This design comes from an exercise in tuning for small area, a short achievable clock period and few clock cycles on the open sky130 flow, not from production work.

==> module cache_top, before the edit <==
module cache_top (
	input  wire         clk,
	input  wire         rst_n,
	input  wire         i_proc_read,
	input  wire         i_proc_write,
	input  wire [30-1:0] i_proc_addr,
	input  wire [32-1:0]  i_proc_wdata,
	output logic [32-1:0]       o_proc_rdata,
	output logic        o_proc_stall,
	output logic        o_mem_read,
	output logic        o_mem_write,
	output logic [28-1:0]      o_mem_addr,
	output logic [128-1:0]       o_mem_wdata,
	input  wire [128-1:0]  i_mem_rdata,
	input  wire         i_mem_ready
);
	logic        valid;
	logic        dirty;    
	logic [28-1:0] tag;    
	logic [128-1:0]  line;
	logic        done;     
	logic        pend;     
	logic        rd;       
	logic        wb;       
	logic [32-1:0] rdata;
	logic        stall_q;
	logic        rd_q;
	logic        wb_q;
	logic        done_nxt;
	logic        rd_nxt;
	logic        wb_nxt;
	logic [28-1:0] laddr;
	logic [2-1:0] off;
	logic        req;
	logic        fresh;
	logic        hit;
	logic        rd_ready;
	logic        dirty_eff;
	logic        dirty_nxt;
	logic        port_free;
	logic        load_tag;
	logic        start_rd;
	logic        start_wb;
	logic [4-1:0] wen;
	logic [4-1:0] wsel;    
	logic [128-1:0]  line_nxt;
	logic [28-1:0] tag_nxt;
	logic [32-1:0] nxt_word;
	assign laddr = i_proc_addr[30-1:2];
	assign off   = i_proc_addr[2-1:0];
	assign req   = i_proc_read | i_proc_write;
	assign fresh = ~done & ~pend;
	assign hit   = valid & (tag == laddr);
	assign rd_ready = rd & i_mem_ready;
	assign dirty_eff = dirty & ~(wb & i_mem_ready);
	assign dirty_nxt = dirty_eff | (i_proc_write & (done | rd_ready | (fresh & hit)));
	assign port_free = ~((wb | rd) & ~i_mem_ready);
	assign load_tag  = ((fresh & req) | (pend & ~rd)) & port_free & ~dirty_eff;
	assign start_rd  = load_tag & ~(fresh & hit);
	assign start_wb  = port_free & dirty_nxt;
	assign done_nxt  = (fresh & req & hit) | rd_ready;
	assign rd_nxt    = (rd & ~i_mem_ready) | start_rd;
	assign wb_nxt    = (wb & ~i_mem_ready) | start_wb;
	always_comb begin
		nxt_word  = '0;
		for (int k = 0; k < 4; k++) begin
			wen[k] = done & wsel[k];
			if (off == k) begin
				nxt_word  = line_nxt[k*32 +: 32];
			end
		end
	end
	assign o_proc_stall = stall_q;
	assign o_proc_rdata = rdata;
	assign o_mem_read   = rd_q;
	assign o_mem_write  = wb_q;
	assign o_mem_addr   = tag;
	assign o_mem_wdata  = line;
	always_ff @(posedge clk or negedge rst_n) begin
		if (!rst_n) begin
			valid <= 1'b0;
			dirty <= 1'b0;
			done  <= 1'b0;
			pend  <= 1'b0;
			rd    <= 1'b0;
			wb    <= 1'b0;
		end else begin
			dirty <= dirty_nxt;
			done  <= done_nxt;
			pend  <= ((fresh & req & ~hit) | pend) & ~rd_ready;
			rd    <= rd_nxt;
			wb    <= wb_nxt;
			if (rd_ready)
				valid <= 1'b1;
		end
	end
	always_comb begin
		for (int k = 0; k < 4; k++)
			line_nxt[k*32 +: 32] =
				({32{rd}} & i_mem_rdata[k*32 +: 32]) |
				({32{wen[k]}} & i_proc_wdata) |
				({32{~rd & ~wen[k]}} & line[k*32 +: 32]);
		tag_nxt = ({28{load_tag}} & laddr) | ({28{~load_tag}} & tag);
	end
	always_ff @(posedge clk) begin
		tag  <= tag_nxt;
		stall_q <= ~done_nxt;
		rd_q    <= rd_nxt;
		wb_q    <= wb_nxt;
		for (int k = 0; k < 4; k++)
			wsel[k] <= i_proc_write & (off == k);
		line <= line_nxt;
		rdata <= '1;
		if (i_proc_read & ~done)
			rdata <= nxt_word;    
	end
endmodule
==> flow/config.mk <==
export PLATFORM = sky130hd
export DESIGN_NAME = cache_top
export DESIGN_NICKNAME = cache_top
export VERILOG_FILES = /design/flow/design.v
export SDC_FILE = /design/flow/constraint.sdc
export NUM_CORES = 4
export LEC_CHECK = 0
export ABC_CLOCK_PERIOD_IN_PS = 2500
export CAP_MARGIN = 20
export CORE_MARGIN = 2
export CORE_UTILIZATION = 40
export SLEW_MARGIN = 20
==> flow/constraint.sdc <==
create_clock -name core_clock -period 8.0 [get_ports {clk}]
set_input_delay 1.6000 -clock core_clock [delete_from_list [all_inputs] [get_ports {clk}]]
set_output_delay 1.6000 -clock core_clock [all_outputs]
set_load 0.01 [all_outputs]
standard.sh (not shown) runs the stock make flow with config.mk's settings and CLKGATE_MAP_FILE= SYNTH_SCRIPT=/design/flow/synth_recipe.tcl, a recipe that flattens the netlist after the stock synthesis.
==> flow/flow/run.sh <==
#!/bin/bash
# The standard layout, with:
#  - the port buffers made of the smallest buffer cell,
#  - timing repair aiming for extra setup slack,
#  - the slow many-input OR/NOR cells (or4*, nor4*, nor3*) added to the platform's
#    don't-use list (flow/dont_use.txt holds the platform's list and these), so that
#    the tag compare maps to faster gates.
set -euo pipefail
here=$(cd "$(dirname "$0")" && pwd)
export BUFFER_PORTS_ARGS="-buffer_cell sky130_fd_sc_hd__buf_1"
export SETUP_SLACK_MARGIN=5.3
bash standard.sh "DONT_USE_CELLS=$(cat "$here/dont_use.txt")" finish > standard_flow.log 2>&1
Other scripts of this flow, unchanged in this note and not shown: flow/flow/dont_use.txt
Edit:
--- a/flow/design.v
+++ b/flow/design.v
@@ -63,9 +63,8 @@
 	logic        start_wb;
 	logic [4-1:0] wen;
 	logic [4-1:0] wsel;    
 	logic [128-1:0]  line_nxt;
-	logic [28-1:0] tag_nxt;
 	logic [32-1:0] nxt_word;
 	assign laddr = i_proc_addr[30-1:2];
 	assign off   = i_proc_addr[2-1:0];
 	assign req   = i_proc_read | i_proc_write;
@@ -119,12 +118,12 @@
 			line_nxt[k*32 +: 32] =
 				({32{rd}} & i_mem_rdata[k*32 +: 32]) |
 				({32{wen[k]}} & i_proc_wdata) |
 				({32{~rd & ~wen[k]}} & line[k*32 +: 32]);
-		tag_nxt = ({28{load_tag}} & laddr) | ({28{~load_tag}} & tag);
 	end
 	always_ff @(posedge clk) begin
-		tag  <= tag_nxt;
+		if (load_tag)
+			tag <= laddr;
 		stall_q <= ~done_nxt;
 		rd_q    <= rd_nxt;
 		wb_q    <= wb_nxt;
 		for (int k = 0; k < 4; k++)
After rerunning:
- design area increases by 0.47%
- global-route usage decreases by 0.34 points
- setup slack degrades by 0.0079 ns
- count of clock-buffer cells in the layout decreases by 5
- flip-flop and latch count does not change
- wire length decreases by 2.3%
Function was not checked in any run of this note: the RTL went through the layout flow alone.

========
## oak
cache_top, a different RTL version from the one above (not shown whole).
For scale: about 1000 cells after synthesis, ~200 flip-flops, about 390 I/O pins, about 8800 um^2 of cells after synthesis.
==> module cache_top, before the edit <==
module cache_top (
	input  wire         clk,
	input  wire         rst_n,
	input  wire         i_proc_read,
	input  wire         i_proc_write,
	input  wire [30-1:0] i_proc_addr,
	input  wire [32-1:0]  i_proc_wdata,
	output logic [32-1:0]       o_proc_rdata,
	output logic        o_proc_stall,
	output logic        o_mem_read,
	output logic        o_mem_write,
	output logic [28-1:0]      o_mem_addr,
	output logic [128-1:0]       o_mem_wdata,
	input  wire [128-1:0]  i_mem_rdata,
	input  wire         i_mem_ready
);
	logic        valid;
	logic        dirty;    
	logic [28-1:0] tag;    
	logic [128-1:0]  line;
	logic        done;     
	logic        stall;    
	logic        pend;     
	logic        rd;       
	logic        wb;       
	logic [32-1:0] rdata;
	logic [28-1:0] laddr;
	logic [2-1:0] off;
	logic        req;
	logic        fresh;
	logic        hit;
	logic        rd_ready;
	logic        dirty_eff;
	logic        dirty_nxt;
	logic        port_free;
	logic        load_tag;
	logic        start_rd;
	logic        start_wb;
	logic [4-1:0] wen;
	logic [4-1:0] wsel;    
	logic [128-1:0]  line_nxt;
	logic [28-1:0] tag_nxt;
	logic [32-1:0] mem_word;
	logic [32-1:0] line_word;
	assign laddr = i_proc_addr[30-1:2];
	assign off   = i_proc_addr[2-1:0];
	assign req   = i_proc_read | i_proc_write;
	assign fresh = ~done & ~pend;
	assign hit   = valid & (tag == laddr);
	assign rd_ready = rd & i_mem_ready;
	assign dirty_eff = dirty & ~(wb & i_mem_ready);
	assign dirty_nxt = dirty_eff | (i_proc_write & (done | rd_ready | (fresh & hit)));
	assign port_free = ~((wb | rd) & ~i_mem_ready);
	assign load_tag  = ((fresh & req) | (pend & ~rd)) & port_free & ~dirty_eff;
	assign start_rd  = load_tag & ~(fresh & hit);
	assign start_wb  = port_free & dirty_nxt;
	always_comb begin
		mem_word  = '0;
		line_word = '0;
		for (int k = 0; k < 4; k++) begin
			wen[k] = done & wsel[k];
			if (off == k) begin
				mem_word  = i_mem_rdata[k*32 +: 32];
				line_word = line[k*32 +: 32];
			end
		end
	end
	assign o_proc_stall = stall;
	assign o_proc_rdata = rdata;
	assign o_mem_read   = rd;
	assign o_mem_write  = wb;
	assign o_mem_addr   = tag;
	assign o_mem_wdata  = line;
	always_ff @(posedge clk or negedge rst_n) begin
		if (!rst_n) begin
			valid <= 1'b0;
			dirty <= 1'b0;
			done  <= 1'b0;
			stall <= 1'b1;
			pend  <= 1'b0;
			rd    <= 1'b0;
			wb    <= 1'b0;
		end else begin
			dirty <= dirty_nxt;
			done  <= (fresh & req & hit) | rd_ready;
			stall <= ~((fresh & req & hit) | rd_ready);
			pend  <= ((fresh & req & ~hit) | pend) & ~rd_ready;
			rd    <= (rd & ~i_mem_ready) | start_rd;
			wb    <= (wb & ~i_mem_ready) | start_wb;
			if (rd_ready)
				valid <= 1'b1;
		end
	end
	always_comb begin
		for (int k = 0; k < 4; k++)
			line_nxt[k*32 +: 32] =
				({32{rd_ready}} & i_mem_rdata[k*32 +: 32]) |
				({32{wen[k]}} & i_proc_wdata) |
				({32{~rd_ready & ~wen[k]}} & line[k*32 +: 32]);
		tag_nxt = tag ^ ({28{load_tag}} & (laddr ^ tag));
	end
	always_ff @(posedge clk) begin
		tag  <= tag_nxt;
		for (int k = 0; k < 4; k++)
			wsel[k] <= i_proc_write & (off == k);
		line <= line_nxt;
		rdata <= '1;
		if (i_proc_read & ~done)
			rdata <= rd_ready ? mem_word : line_word;
	end
endmodule
export LEC_CHECK = 0
export ABC_CLOCK_PERIOD_IN_PS = 2500
export CAP_MARGIN = 20
export CORE_MARGIN = 2
export CORE_UTILIZATION = 40
export SLEW_MARGIN = 20
create_clock -name core_clock -period 8.0 [get_ports {clk}]
==> flow/flow/run.sh <==
#!/bin/bash
# The standard layout, with the port buffers made of the smallest buffer cell and
# timing repair aiming for extra setup slack
set -euo pipefail
export BUFFER_PORTS_ARGS="-buffer_cell sky130_fd_sc_hd__buf_1"
export SETUP_SLACK_MARGIN=5.5
bash standard.sh > standard_flow.log 2>&1
## Diff of input files: pine against oak
==> flow/design.v, changed modules only <==
module cache_top (
	input  wire         clk,
	input  wire         rst_n,
	input  wire         i_proc_read,
	input  wire         i_proc_write,
	input  wire [30-1:0] i_proc_addr,
	input  wire [32-1:0]  i_proc_wdata,
	output logic [32-1:0]       o_proc_rdata,
	output logic        o_proc_stall,
	output logic        o_mem_read,
	output logic        o_mem_write,
	output logic [28-1:0]      o_mem_addr,
	output logic [128-1:0]       o_mem_wdata,
	input  wire [128-1:0]  i_mem_rdata,
	input  wire         i_mem_ready
);
	logic        valid;
	logic        dirty;    
	logic [28-1:0] tag;    
	logic [128-1:0]  line;
	logic        done;     
	logic        pend;     
	logic        rd;       
	logic        wb;       
	logic [32-1:0] rdata;
	logic [28-1:0] laddr;
	logic [2-1:0] off;
	logic        req;
	logic        fresh;
	logic        hit;
	logic        rd_ready;
	logic        dirty_eff;
	logic        dirty_nxt;
	logic        port_free;
	logic        load_tag;
	logic        start_rd;
	logic        start_wb;
	logic [4-1:0] wen;
	logic [32-1:0] mem_word;
	logic [32-1:0] line_word;
	assign laddr = i_proc_addr[30-1:2];
	assign off   = i_proc_addr[2-1:0];
	assign req   = i_proc_read | i_proc_write;
	assign fresh = ~done & ~pend;
	assign hit   = valid & (tag == laddr);
	assign rd_ready = rd & i_mem_ready;
	assign dirty_eff = dirty & ~(wb & i_mem_ready);
	assign dirty_nxt = dirty_eff | (i_proc_write & (done | rd_ready | (fresh & hit)));
	assign port_free = ~((wb | rd) & ~i_mem_ready);
	assign load_tag  = ((fresh & req) | (pend & ~rd)) & port_free & ~dirty_eff;
	assign start_rd  = load_tag & ~(fresh & hit);
	assign start_wb  = port_free & dirty_nxt;
	always_comb begin
		mem_word  = '0;
		line_word = '0;
		for (int k = 0; k < 4; k++) begin
			wen[k] = done & i_proc_write & (off == k);
			if (off == k) begin
				mem_word  = i_mem_rdata[k*32 +: 32];
				line_word = line[k*32 +: 32];
			end
		end
	end
	assign o_proc_stall = ~done;
	assign o_proc_rdata = rdata;
	assign o_mem_read   = rd;
	assign o_mem_write  = wb;
	assign o_mem_addr   = tag;
	assign o_mem_wdata  = line;
	always_ff @(posedge clk or negedge rst_n) begin
		if (!rst_n) begin
			valid <= 1'b0;
			dirty <= 1'b0;
			done  <= 1'b0;
			pend  <= 1'b0;
			rd    <= 1'b0;
			wb    <= 1'b0;
		end else begin
			dirty <= dirty_nxt;
			done  <= (fresh & req & hit) | rd_ready;
			pend  <= ((fresh & req & ~hit) | pend) & ~rd_ready;
			rd    <= (rd & ~i_mem_ready) | start_rd;
			wb    <= (wb & ~i_mem_ready) | start_wb;
			if (rd_ready)
				valid <= 1'b1;
		end
	end
	always_ff @(posedge clk) begin
		if (load_tag)
			tag <= laddr;
		for (int k = 0; k < 4; k++)
			if (rd_ready | wen[k])
				line[k*32 +: 32] <= rd_ready ? i_mem_rdata[k*32 +: 32]
				                                                    : i_proc_wdata;
		rdata <= '1;
		if (i_proc_read & ~done)
			rdata <= rd_ready ? mem_word : line_word;
	end
endmodule
Findings:
Looking at cell at the slowest stage of the critical path, the or4_4 result is from oak; the edfxtp_1 one comes from pine. pine ended up with sequential cells as its largest contributor to cell area by class; oak ended up with multi-input combinational cells. Looking at hold slack, pine sits 0.021 ns above oak. Cmp pine vs oak: global placement routability congestion higher in pine. pine reports a lower data arrival time of the worst path than oak does. pine vs. oak: area growth from synthesis to layout went down, instance count along the most critical hold path went down, insertion delay to the later sink of the worst-skew pair did not really move. Re final-layout clock buffer total: oak and pine aren't equal, and the lower value belongs to oak. Re net count after synthesis: pine is about 14% down on oak. Comparing oak and pine, the lower worst setup slack was measured on oak. From oak to pine the numbers moved as follows: non-clock buffer contribution to total cell area shrank by 3.6 points; final critical-path share of the clock period moved down. More vias were needed by oak than by pine. Compared with oak, placement density in the core of pine is lower. Against oak, cell area in pine fell by a little under 10%.
Function was not checked in any run of this note: the RTL went through the layout flow alone.

## port drivers added, routing unchanged
Ports are ideal in the flow. The routed layouts listed here were re-timed in OpenROAD. Step 1 sets driving cells, clkbuf_16 on the clock port and buf_2 on the other inputs (assumed; they add their load-dependent delay and slew). Step 2 also shifts input and output timing later by t, the mid clock arrival at the registers, as if the neighbouring blocks saw the same clock. Slacks: ideal ports / drivers / drivers and shift; pairs: ideal ports / drivers.
run	shift t [ns]	setup slack, ns	clock arrival spread, ns
the first run of note 1	0.535	5.335 / 5.289 / 4.929	0.011 / 0.012
the second run of note 1	0.543	5.327 / 5.279 / 4.885	0.018 / 0.018
oak	0.486	5.227 / 5.244 / 4.758	0.015 / 0.014
pine	0.475	5.344 / 5.296 / 4.919	0.018 / 0.018
After both steps every run listed still meets setup and hold. For oak, which loses most, drivers alone change the setup slack by +0.017 ns; drivers and shift together by -0.469 ns.
